Source: an optimization exercise on an open RTL-to-GDS flow (aim: small area, a short achievable clock period and few clock cycles per item). Production flows keep margins and buffers that such runs may drop.
In this exercise RTL edits were held to simulation tests only and were not proved equivalent to the original.

==> 02-23: inputs <==
Design psg_top, start of the top module:
module psg_top
(
	input  logic                clk_i,
	input  logic                rst_i,
	input  logic                wr_i,
	input  logic [ADR_W-1:0]    adr_i,
	input  logic [DATA_W-1:0]   dat_i,
	input  logic                credit_i,
	output logic                sample_valid_o,
	output logic [SAMPLE_W-1:0] aud_o
);
	logic [NVOICE*CFG_W-1:0] cfg;
	logic [VOL_W-1:0] volume;
	logic [NVOICE-1:0] copy;
	logic [NVOICE-1:0] renew;
	logic issue;
	logic [NVOICE*WAVE_W-1:0] wave;
	logic [NVOICE*ENV_W-1:0]  level;
	voice_regs u_regs (
		.clk_i    (clk_i),
		.rst_i    (rst_i),
		.wr_i     (wr_i),
		.adr_i    (adr_i),
		.dat_i    (dat_i),
		.cfg_o    (cfg),
		.volume_o (volume)
	);
	frame_sequencer u_seq (
		.clk_i       (clk_i),
		.rst_i       (rst_i),
		.wr_i        (wr_i),
		.adr_i       (adr_i),
		.credit_i    (credit_i),
		.copy_o      (copy),
		.renew_o     (renew),
		.issue_o     (issue),
		.out_valid_o (sample_valid_o)
	);
	envelope_stage u_env (
		.clk_i   (clk_i),
		.rst_i   (rst_i),
		.cfg_i   (cfg),
		.copy_i  (copy),
		.renew_i (renew),
		.issue_i (issue),
		.level_o (level)
	);
	phase_stage u_phase (
		.clk_i   (clk_i),
		.rst_i   (rst_i),
		.cfg_i   (cfg),
		.issue_i (issue),
		.wave_o  (wave)
	);
	mix_stage u_mix (
		.clk_i    (clk_i),
		.wave_i   (wave),
		.level_i  (level),
		.volume_i (volume),
		.aud_o    (aud_o)
	);
endmodule
Settings: LEC_CHECK=0, CAP_MARGIN=20, CORE_MARGIN=2, CORE_UTILIZATION=40, SLEW_MARGIN=20; clock period 11.0 ns.
standard.sh (not shown) runs the stock make flow with config.mk's settings and CLKGATE_MAP_FILE= SYNTH_SCRIPT=/design/flow/synth_recipe.tcl, a recipe that flattens the netlist after the stock synthesis.
==> flow/flow/run.sh <==
#!/bin/bash
set -euo pipefail
bash standard.sh SETUP_SLACK_MARGIN=7.5 finish > make_finish.log 2>&1
==> 12-25 (differences from 02-23) <==
==> flow/flow/run.sh (replaced) <==
#!/bin/bash
set -euo pipefail
bash standard.sh SETUP_SLACK_MARGIN=7 finish > make_finish.log 2>&1
- CORE_UTILIZATION: 40 -> 60
- PLACE_DENSITY: default -> 0.75
==> metrics.md <==
| Metric | Value |
|---|---|
| Post-Route WL | 124000 um |
| Layout Skew | 31.9 ps |
| Drt wl/cell | ~22 um |
| Die width | 275 um |
| Status | finished clean |
| Reg2Reg Setup Slack | 6790 ps |
| DP Area | 45700 um2 |
| Diodes inserted | 5 |
Source of the figures above: 12-25

==> metrics.md <==
| Metric | Value |
|---|---|
| Number of synthesized register bits | 578 |
| Post-Route WL | 131000 um |
| Final TNS setup | 0 ps |
| Reg2Reg Setup Slack | 6960 ps |
| Diodes inserted | 3 |
| First-pass GRT wire length | 199000 um |
| Drt wl/cell | 21.1 um |
| Tap Count | 1414 |
| Status | finished clean |
| Die width | 336 um |
| DP Area | about 47000 um2 |
Source of the figures above: 02-23

Testbench counts of 02-23, summed over its fixed seeds: cycles 4,970, items 4,079.
Testbench counts of 12-25, summed over its fixed seeds: cycles 4,970, items 4,079.

---

==> run a: inputs <==
Another version of the RTL of psg_top (not shown whole).
Settings: LEC_CHECK=0, CAP_MARGIN=20, CORE_MARGIN=2, CORE_UTILIZATION=40, CTS_CLUSTER_DIAMETER=120, CTS_CLUSTER_SIZE=30, SLEW_MARGIN=20; clock period 11.0 ns.
==> flow/flow/run.sh <==
#!/bin/bash
set -euo pipefail
bash standard.sh SETUP_SLACK_MARGIN=7 finish > make_finish.log 2>&1
==> run b: changes against run a <==
==> flow/flow/run.sh (replaced) <==
#!/bin/bash
set -euo pipefail
bash standard.sh SETUP_SLACK_MARGIN=7.5 finish > make_finish.log 2>&1
==> flow/config.mk (replaced) <==
export PLATFORM = sky130hd
export DESIGN_NAME = psg_top
export DESIGN_NICKNAME = psg_top
export VERILOG_FILES = /design/flow/design.v
export SDC_FILE = /design/flow/constraint.sdc
export NUM_CORES = 4
export LEC_CHECK = 0
export CAP_MARGIN = 20
export CORE_MARGIN = 2
export CORE_UTILIZATION = 40
export SLEW_MARGIN = 20
==> run c: changes against run a <==
--- a/flow/design.v
+++ b/flow/design.v
@@ -191,59 +191,28 @@
 			for (int i = 3 * l - 1; i < ACC_W; i = i + 2 * l) begin
 				gg[i] = gg[i] | (pp[i] & gg[i - l]);
 				pp[i] = pp[i] & pp[i - l];
 			end
 		end
 		add_bk = p0 ^ {gg[ACC_W-2:0], 1'b0};
 	endfunction
-	function automatic logic lt_step_f(input logic [ACC_W-1:0] a24, input logic [FREQ_W-1:0] fq, input logic [WAVE_W-1:0] pw);
-		logic [11:0] a;
-		logic [11:0] f;
-		logic [11:0] np;
-		logic [11:0] r1;
-		logic [12:0] r2;
-		logic [12:0] lo;
-		logic [12:0] zs;
-		logic [12:0] xs;
-		logic c;
-		logic zc;
-		logic o;
-		a  = a24[23:12];
-		f  = {8'b0, fq[15:12]};
-		np = ~pw;
-		lo = {1'b0, a24[11:0]} + {1'b0, fq[11:0]};
-		c  = lo[12];
-		r1[0] = a[0] ^ np[0] ^ 1'b1;
-		r2[1] = a[0] | np[0];
-		r2[0] = f[0];
-		for (int i = 1; i < 12; i++) begin
-			r1[i]   = a[i] ^ f[i] ^ np[i];
-			r2[i+1] = (a[i] & f[i]) | (np[i] & (a[i] ^ f[i]));
-		end
-		zs = {1'b0, r1} + {1'b0, r2[11:0]};
-		zc = zs[12] | ((&(r1 ^ r2[11:0])) & c);
-		xs = {1'b0, a} + {1'b0, f};
-		o  = xs[12] | ((&(a ^ f)) & c);
-		lt_step_f = o ? !(r2[12] & zc) : !(r2[12] | zc);
-	endfunction
 	for (genvar g = 0; g < NVOICE; g++) begin : g_v
 		psg_pkg::voice_cfg_t cfg;
 		logic [ACC_W-1:0] acc;
 		logic [ACC_W-1:0] acc_step;
 		logic [ACC_W-1:0] acc_d;
 		logic [WAVE_W-1:0] top;
 		logic [WAVE_W-1:0] wave;
 		logic [WAVE_W-1:0] wave_q;
 		logic pulse;
 		assign cfg = cfg_i[g*CFG_W +: CFG_W];
 		assign acc_step = cfg.test ? '0 : add_bk(acc, ACC_W'(cfg.freq));
 		assign acc_d    = issue_i ? acc_step : acc;
 		assign top      = acc_d[ACC_W-1 -: WAVE_W];
-		assign pulse    = issue_i ? (cfg.test ? (cfg.pw != '0) : lt_step_f(acc, cfg.freq, cfg.pw)) :
-		                            (acc[ACC_W-1 -: WAVE_W] < cfg.pw);
+		assign pulse    = issue_i ? (acc_step[ACC_W-1 -: WAVE_W] < cfg.pw) : (acc[ACC_W-1 -: WAVE_W] < cfg.pw);
 		always_comb begin
 			wave = '0;
 			if (cfg.enable) begin
 				case (cfg.wave)
 				WAVE_SAW:   wave = top;
 				WAVE_PULSE: wave = {WAVE_W{pulse}};
 				WAVE_TRI:   wave = {top[WAVE_W-2:0] ^ {(WAVE_W-1){top[WAVE_W-1]}}, 1'b0};
@@ -926,24 +895,24 @@
 	assign c472 = (c376 & c378) | (s389 & (c376 ^ c378));
 	assign s473 = c382 ^ c384 ^ c386;
 	assign c474 = (c382 & c384) | (c386 & (c382 ^ c384));
 	assign s475 = s393 ^ s321 ^ s395;
 	assign c476 = (s393 & s321) | (s395 & (s393 ^ s321));
 	assign s477 = s397 ^ s399 ^ c388;
 	assign c478 = (s397 & s399) | (c388 & (s397 ^ s399));
-	assign s479 = c390 ^ s401 ^ c392;
-	assign c480 = (c390 & s401) | (c392 & (c390 ^ s401));
+	assign s479 = c390 ^ c392 ^ s401;
+	assign c480 = (c390 & c392) | (s401 & (c390 ^ c392));
 	assign s481 = c394 ^ c322 ^ c396;
 	assign c482 = (c394 & c322) | (c396 & (c394 ^ c322));
 	assign s483 = c398 ^ c400 ^ s405;
 	assign c484 = (c398 & c400) | (s405 & (c398 ^ c400));
 	assign s485 = s407 ^ s409 ^ s411;
 	assign c486 = (s407 & s409) | (s411 & (s407 ^ s409));
-	assign s487 = s413 ^ c402 ^ s415;
-	assign c488 = (s413 & c402) | (s415 & (s413 ^ c402));
+	assign s487 = s413 ^ c402 ^ c404;
+	assign c488 = (s413 & c402) | (c404 & (s413 ^ c402));
 	assign s489 = s417 ^ c340 ^ c406;
 	assign c490 = (s417 & c340) | (c406 & (s417 ^ c340));
 	assign s491 = c408 ^ c410 ^ c412;
 	assign c492 = (c408 & c410) | (c412 & (c408 ^ c410));
 	assign s493 = c414 ^ s419 ^ s421;
 	assign c494 = (c414 & s419) | (s421 & (c414 ^ s419));
 	assign s495 = s423 ^ s425 ^ s427;
@@ -970,78 +939,78 @@
 	assign c516 = (pp[286] & pp[375]) | (pp[382] & (pp[286] ^ pp[375]));
 	assign s517 = pp[87] ^ pp[94] ^ c442;
 	assign c518 = (pp[87] & pp[94]) | (c442 & (pp[87] ^ pp[94]));
 	assign s519 = s353 ^ s355 ^ s357;
 	assign c520 = (s353 & s355) | (s357 & (s353 ^ s355));
 	assign s521 = c126 ^ c168;
 	assign c522 = c126 & c168;
-	assign s523 = c356 ^ s363 ^ s365;
-	assign c524 = (c356 & s363) | (s365 & (c356 ^ s363));
-	assign s525 = c358 ^ s451 ^ s453;
-	assign c526 = (c358 & s451) | (s453 & (c358 ^ s451));
+	assign s523 = c356 ^ c358 ^ s363;
+	assign c524 = (c356 & c358) | (s363 & (c356 ^ c358));
+	assign s525 = s365 ^ s451 ^ s453;
+	assign c526 = (s365 & s451) | (s453 & (s365 ^ s451));
 	assign s527 = c448 ^ c450;
 	assign c528 = c448 & c450;
-	assign s529 = s375 ^ c452 ^ s377;
-	assign c530 = (s375 & c452) | (s377 & (s375 ^ c452));
-	assign s531 = c454 ^ s457 ^ s459;
-	assign c532 = (c454 & s457) | (s459 & (c454 ^ s457));
+	assign s529 = s375 ^ c452 ^ c454;
+	assign c530 = (s375 & c452) | (c454 & (s375 ^ c452));
+	assign s531 = s377 ^ s457 ^ s459;
+	assign c532 = (s377 & s457) | (s459 & (s377 ^ s457));
 	assign s533 = s463 ^ s461 ^ c456;
 	assign c534 = (s463 & s461) | (c456 & (s463 ^ s461));
-	assign s535 = s465 ^ c458 ^ c460;
-	assign c536 = (s465 & c458) | (c460 & (s465 ^ c458));
-	assign s537 = s391 ^ s467 ^ c464;
-	assign c538 = (s391 & s467) | (c464 & (s391 ^ s467));
+	assign s535 = c458 ^ c460 ^ s391;
+	assign c536 = (c458 & c460) | (s391 & (c458 ^ c460));
+	assign s537 = s465 ^ s467 ^ c464;
+	assign c538 = (s465 & s467) | (c464 & (s465 ^ s467));
 	assign s539 = c462 ^ s469 ^ s471;
 	assign c540 = (c462 & s469) | (s471 & (c462 ^ s469));
-	assign s541 = c466 ^ s473 ^ c468;
-	assign c542 = (c466 & s473) | (c468 & (c466 ^ s473));
-	assign s543 = s403 ^ s475 ^ c470;
-	assign c544 = (s403 & s475) | (c470 & (s403 ^ s475));
+	assign s541 = c466 ^ c468 ^ s403;
+	assign c542 = (c466 & c468) | (s403 & (c466 ^ c468));
+	assign s543 = s473 ^ s475 ^ c470;
+	assign c544 = (s473 & s475) | (c470 & (s473 ^ s475));
 	assign s545 = s477 ^ c472 ^ s479;
 	assign c546 = (s477 & c472) | (s479 & (s477 ^ c472));
-	assign s547 = c474 ^ c404 ^ s481;
-	assign c548 = (c474 & c404) | (s481 & (c474 ^ c404));
-	assign s549 = c476 ^ s483 ^ s485;
-	assign c550 = (c476 & s483) | (s485 & (c476 ^ s483));
+	assign s547 = c474 ^ s415 ^ c476;
+	assign c548 = (c474 & s415) | (c476 & (c474 ^ s415));
+	assign s549 = s481 ^ s483 ^ s485;
+	assign c550 = (s481 & s483) | (s485 & (s481 ^ s483));
 	assign s551 = c478 ^ c480 ^ s487;
 	assign c552 = (c478 & c480) | (s487 & (c478 ^ c480));
-	assign s553 = c416 ^ c482 ^ s489;
-	assign c554 = (c416 & c482) | (s489 & (c416 ^ c482));
-	assign s555 = c484 ^ s491 ^ c486;
-	assign c556 = (c484 & s491) | (c486 & (c484 ^ s491));
+	assign s553 = c416 ^ c482 ^ c484;
+	assign c554 = (c416 & c482) | (c484 & (c416 ^ c482));
+	assign s555 = s489 ^ c486 ^ s491;
+	assign c556 = (s489 & c486) | (s491 & (s489 ^ c486));
 	assign s557 = s493 ^ s495 ^ c488;
 	assign c558 = (s493 & s495) | (c488 & (s493 ^ s495));
 	assign s559 = s439 ^ s497 ^ s499;
 	assign c560 = (s439 & s497) | (s499 & (s439 ^ s497));
-	assign s561 = c490 ^ c492 ^ s501;
-	assign c562 = (c490 & c492) | (s501 & (c490 ^ c492));
-	assign s563 = c494 ^ c496 ^ s503;
-	assign c564 = (c494 & c496) | (s503 & (c494 ^ c496));
+	assign s561 = c490 ^ c492 ^ c494;
+	assign c562 = (c490 & c492) | (c494 & (c490 ^ c492));
+	assign s563 = s501 ^ c496 ^ s503;
+	assign c564 = (s501 & c496) | (s503 & (s501 ^ c496));
 	assign s565 = s505 ^ c440 ^ c498;
 	assign c566 = (s505 & c440) | (c498 & (s505 ^ c440));
 	assign s567 = c500 ^ s507 ^ s509;
 	assign c568 = (c500 & s507) | (s509 & (c500 ^ s507));
-	assign s569 = c502 ^ s511 ^ c504;
-	assign c570 = (c502 & s511) | (c504 & (c502 ^ s511));
+	assign s569 = c502 ^ c504 ^ s511;
+	assign c570 = (c502 & c504) | (s511 & (c502 ^ c504));
 	assign s571 = c444 ^ c446 ^ c506;
 	assign c572 = (c444 & c446) | (c506 & (c444 ^ c446));
 	assign s573 = s513 ^ s515 ^ c508;
 	assign c574 = (s513 & s515) | (c508 & (s513 ^ s515));
 	assign s575 = c510 ^ s517 ^ c512;
 	assign c576 = (c510 & s517) | (c512 & (c510 ^ s517));
 	assign s577 = pp[191] ^ pp[287] ^ pp[383];
 	assign c578 = (pp[191] & pp[287]) | (pp[383] & (pp[191] ^ pp[287]));
 	assign s579 = pp[95] ^ c514 ^ c516;
 	assign c580 = (pp[95] & c514) | (c516 & (pp[95] ^ c514));
 	assign s581 = c42 ^ c84 ^ s447;
 	assign c582 = (c42 & c84) | (s447 & (c42 ^ c84));
-	assign s583 = s455 ^ c520 ^ s523;
-	assign c584 = (s455 & c520) | (s523 & (s455 ^ c520));
-	assign s585 = c522 ^ s527;
-	assign c586 = c522 & s527;
+	assign s583 = s455 ^ c520 ^ c522;
+	assign c584 = (s455 & c520) | (c522 & (s455 ^ c520));
+	assign s585 = s523 ^ s527;
+	assign c586 = s523 & s527;
 	assign s587 = c524 ^ c528 ^ c526;
 	assign c588 = (c524 & c528) | (c526 & (c524 ^ c528));
 	assign s589 = s529 ^ s531 ^ s533;
 	assign c590 = (s529 & s531) | (s533 & (s529 ^ s531));
 	assign s591 = c530 ^ c532 ^ s535;
 	assign c592 = (c530 & c532) | (s535 & (c530 ^ c532));
 	assign s593 = s537 ^ c534 ^ s539;
@@ -1058,16 +1027,16 @@
 	assign c604 = (c548 & s553) | (c550 & (c548 ^ s553));
 	assign s605 = s555 ^ c552 ^ s557;
 	assign c606 = (s555 & c552) | (s557 & (s555 ^ c552));
 	assign s607 = s559 ^ c554 ^ c556;
 	assign c608 = (s559 & c554) | (c556 & (s559 ^ c554));
 	assign s609 = s561 ^ s563 ^ c558;
 	assign c610 = (s561 & s563) | (c558 & (s561 ^ s563));
-	assign s611 = s565 ^ c560 ^ s567;
-	assign c612 = (s565 & c560) | (s567 & (s565 ^ c560));
+	assign s611 = c560 ^ s565 ^ s567;
+	assign c612 = (c560 & s565) | (s567 & (c560 ^ s565));
 	assign s613 = c562 ^ c564 ^ s569;
 	assign c614 = (c562 & c564) | (s569 & (c562 ^ c564));
 	assign s615 = s571 ^ c566 ^ s573;
 	assign c616 = (s571 & c566) | (s573 & (s571 ^ c566));
 	assign s617 = c568 ^ c570 ^ s575;
 	assign c618 = (c568 & c570) | (s575 & (c568 ^ c570));
 	assign s619 = s577 ^ c518 ^ c572;
==> flow/run.sh (new file) <==
#!/bin/bash
# synth_recipe.tcl (not shown) runs the flow's synth.tcl, then flattens the netlist and writes it again
# the make line also repeats each setting of config.mk as NAME=value (left out here)
make -C /OpenROAD-flow-scripts/flow DESIGN_CONFIG=/design/flow/config.mk WORK_HOME=/design/flow/orfs CLKGATE_MAP_FILE= SYNTH_SCRIPT=/design/flow/synth_recipe.tcl finish
==> flow/config.mk (replaced) <==
export PLATFORM = sky130hd
export DESIGN_NAME = psg_top
export DESIGN_NICKNAME = psg_top
export VERILOG_FILES = /design/flow/design.v
export SDC_FILE = /design/flow/constraint.sdc
export NUM_CORES = 4
export LEC_CHECK = 0
export CAP_MARGIN = 20
export CORE_MARGIN = 2
export CORE_UTILIZATION = 40
export SLEW_MARGIN = 20
removed: flow/flow/run.sh
removed: flow/standard.sh
==> results.sh <==
export IMPL_result_of_the_run="finished clean"
export IMPL_cts_setup_buffers=20
export IMPL_cp_slowest_stage_delay_ns=0.71
export IMPL_synth_lib_cells_used_distinct=89
export IMPL_pwr_group_combinational_mw=2.01
export IMPL_post_synth_inst_count=4592
export IMPL_met2RoutedLength_um=59200
export IMPL_mean_routed_wirelength_per_cell_um=20.6
export IMPL_crit_path_cell_trace="nand2_1 -> fa_1 -> fa_1 -> fa_1 -> fa_1 -> inv_1 -> fa_1 -> inv_1 -> fa_1 -> inv_1"
export IMPL_routed_wl_um=127000
(the above is from run a)
==> results.sh <==
export IMPL_report_final_setup_viol=0
export IMPL_pwr_group_combinational_mw=2.42
export IMPL_mean_routed_wirelength_per_cell_um=21.3
export IMPL_synth_top_cells_by_area="fa_1 18%, edfxtp_1 18%, dfxtp_1 14%, ha_1 12%, inv_1 5.3%"
export IMPL_drt_iter0_markers=2602
export IMPL_result_of_the_run="finished clean"
export IMPL_cts_setup_buffers=194
export IMPL_synth_lib_cells_used_distinct=89
export IMPL_crit_path_cell_trace="fa_2 -> inv_2 -> fa_1 -> inv_2 -> fa_1 -> fa_2 -> a21o_1 -> a21oi_2 -> nor2b_1 -> o21a_1 -> o311a_1 -> o21a_1 -> o21a_1 -> o41ai_2 -> xnor2_1"
export IMPL_post_synth_inst_count=4592
export IMPL_cts_repair_resized=370
export IMPL_grtUsageMet2=0.383
(the above is from run b)
==> results.sh <==
export IMPL_result_of_the_run="finished clean"
export IMPL_met2RoutedLength_um=54400
export IMPL_synth_lib_cells_used_distinct=80
export IMPL_post_synth_inst_count=4471
export IMPL_mean_routed_wirelength_per_cell_um=20.4
export IMPL_crit_path_cell_trace="clkdlybuf4s50_1 -> nor2_1 -> nor2_4 -> buf_4 -> buf_4 -> nor2_1 -> nor4_4 -> a211oi_1 -> a2111oi_0 -> nor3_1"
export IMPL_synth_yosys_warnings=15
export IMPL_routed_wl_um=122000
export IMPL_pwr_group_combinational_mw=1.76
export IMPL_cp_slowest_stage_delay_ns=0.63
(the above is from run c)
Testbench counts of run a, summed over its fixed seeds: cycles 4,970, items 4,079.
Testbench counts of run b, summed over its fixed seeds: cycles 4,970, items 4,079.
Testbench counts of run c, summed over its fixed seeds: cycles 4,970, items 4,079.

[separate check: timing with driven ports]
In the flow no input, the clock included, has a driving cell. The finished layouts below were timed again as built, in two steps.
Step 1, drivers: a clkbuf_16 drives clk_i and a buf_2 each remaining input, both assumed.
Step 2 moves the port delays by t, midway between the first and last clock arrival at a register: inputs arrive t later, outputs are due t later. That takes back most of the time a late clock gives input paths.
Slacks: ideal ports / drivers / drivers and shift; pairs: ideal ports / drivers.
run | t (ns) | setup slack, ns | worst hold slack (ns) | clock arrival spread, ns
02-23 | 0.714 | 6.962 / 6.962 / 6.662 | 0.456 / 0.456 / 0.456 | 0.047 / 0.047
12-25 | 0.689 | 6.787 / 6.787 / 6.305 | 0.441 / 0.441 / 0.441 | 0.032 / 0.032
run a | 0.711 | 7.060 / 7.060 / 6.412 | 0.462 / 0.462 / 0.462 | 0.060 / 0.060
run b | 0.708 | 7.093 / 7.093 / 6.733 | 0.442 / 0.442 / 0.442 | 0.039 / 0.039
run c | 0.698 | 5.654 / 5.672 / 4.975 | 0.442 / 0.442 / 0.442 | 0.048 / 0.049
After both steps every run listed still meets setup and hold. The setup slack of run c, which loses most, moves by +0.018 ns with the drivers and by -0.679 ns with both steps.
